This is an optimization exercise on Yosys and OpenROAD, whose aim is small area, not a production implementation.
Function was checked by simulation only, so behaviour that the tests miss may differ from the original.
The clock port is modelled as an ideal driver; clocking choices that lean on that would not hold on a real chip.
Power is estimated from default activity; no workload was simulated.

Setup of north:
## cp0_exc_ctrl
module cp0_exc_ctrl
#(
  parameter int          NUM_IRQ    = 6,
  parameter int          NEST_DEPTH = 3,
  parameter logic [31:0] EXC_VECTOR = 32'h00400004
) (
  input  logic               cp0_clk,
  input  logic               cp0_rst,
  input  logic               cp0_ena,
  input  logic               mfc0,
  input  logic               mtc0,
  input  logic               eret,
  input  logic               exc_req,
  input  logic [4:0]         exc_code,
  input  logic [31:0]        pc,
  input  logic [4:0]         addr,
  input  logic [31:0]        data_in,
  input  logic [NUM_IRQ-1:0] irq,
  output logic [31:0]        cp0_out,
  output logic [31:0]        pc_redirect,
  output logic               exc_take,
  output logic [2:0]         nest_lvl,
  output logic               nest_ovf
);
==> module cp0_timer, before the edit <==
module cp0_timer
(
  input  logic        clk,
  input  logic        rst,
  input  logic        ena,
  input  logic        wr_en,
  input  logic [4:0]  addr,
  input  logic [31:0] data_in,
  output logic [31:0] count,
  output logic [31:0] compare,
  output logic        tick
);
  logic        wr_count;
  logic        wr_compare;
  logic [32:0] carry;
  logic [31:0] count_inc;
  assign wr_count   = wr_en & (addr == REG_COUNT);
  assign wr_compare = wr_en & (addr == REG_COMPARE);
  assign carry[0] = ena;
  for (genvar b = 0; b < 32; b++) begin : g_inc
    assign count_inc[b] = count[b] ^ carry[b];
    assign carry[b+1]   = count[b] & carry[b];
  end
  always_ff @(negedge clk or posedge rst) begin
    if (rst) begin
      count   <= '0;
      compare <= '0;
      tick    <= 1'b0;
    end else begin
      count <= wr_count ? data_in : count_inc;
      if (wr_compare) begin
        compare <= data_in;
        tick    <= 1'b0;
      end else if (ena && count == compare) begin
        tick    <= 1'b1;
      end
    end
  end
endmodule
clock: 14.0 ns
lec_check: 0
cap_margin: 20
core_margin: 2
core_utilization: 40
slew_margin: 20
synth_hierarchical: 1
standard.sh (not shown) runs the stock make flow with config.mk's settings and CLKGATE_MAP_FILE= SYNTH_SCRIPT=/design/flow/synth_recipe.tcl, a recipe that flattens the netlist after the stock synthesis.
==> flow/flow/run.sh <==
#!/bin/bash
# Own layout flow:
#  2. the standard ORFS steps from floorplan on, with small port buffers,
#     clustered clock inverters (pre_cts.tcl) and CTS without dummy loads.
# Each tool's output goes to a log file of its own in this folder.
set -euo pipefail
W=$(pwd)

bash standard.sh synth > 1_standard_synth.log 2>&1

# our config: the standard flow's plus the layout options in flow/extra.mk
cp config.mk own_config.mk
cat $W/flow/extra.mk >> own_config.mk
echo "export PRE_CTS_TCL = $W/flow/pre_cts.tcl" >> own_config.mk
sed -e "s#DESIGN_CONFIG=[^ ]*#DESIGN_CONFIG=$W/own_config.mk#" standard.sh > own_standard.sh

bash own_standard.sh finish > 2_own_layout.log 2>&1
test -f out/final.def
Other scripts of this flow, unchanged in this note and not shown: flow/flow/extra.mk, flow/flow/pre_cts.tcl
The flow for north finished, though final verification flagged setup timing.
Edits applied to the flow inputs when going from north to south:
diff --git a/flow/design.v b/flow/design.v
--- a/flow/design.v
+++ b/flow/design.v
@@ -35,5 +35,5 @@
   assign wr_count   = wr_en & (addr == REG_COUNT);
   assign wr_compare = wr_en & (addr == REG_COMPARE);
-  assign carry[0] = ena;
+  assign carry[0] = 1'b1;
   for (genvar b = 0; b < 32; b++) begin : g_inc
     assign count_inc[b] = count[b] ^ carry[b];
@@ -46,5 +46,8 @@
       tick    <= 1'b0;
     end else begin
-      count <= wr_count ? data_in : count_inc;
+      if (wr_count)
+        count <= data_in;
+      else if (ena)
+        count <= count_inc;
       if (wr_compare) begin
         compare <= data_in;
==> comparison <==
- south has completed all stages; timing, DRC and antenna checks passed.
- NOTE area of combinational cells with multiple inputs north->south decreased slightly
- On south: count of cell instances traversed by the critical path is 26 lower than what north gave.
- Summary: with north as the reference, number of nets at the end of the flow in south moved up slightly.
- After detailed routing, north needs less wire than south.
- Global-route wire length before repair for south is higher than for north.
- Measured against each other, north and south differ in met3 capacity usage during global routing, the higher figure coming from north.
- Summary: total power, south worse than north
- Re peak fanout along the critical path: north and south aren't equal, and the higher value belongs to south.
- Looking at north and south, the cell area is a wash.
- south ends up with higher hold slack than north does.
- In the flow results for north and south, the placeable core area is smaller on north.
- Between north and south, sum of net half-perimeters after detailed placement increased.
- On south: number of detailed-route iterations in the first pass is 1 higher than what north gave.
- When south is measured against north, its combinational fraction of design power turns out 0.4 points higher.
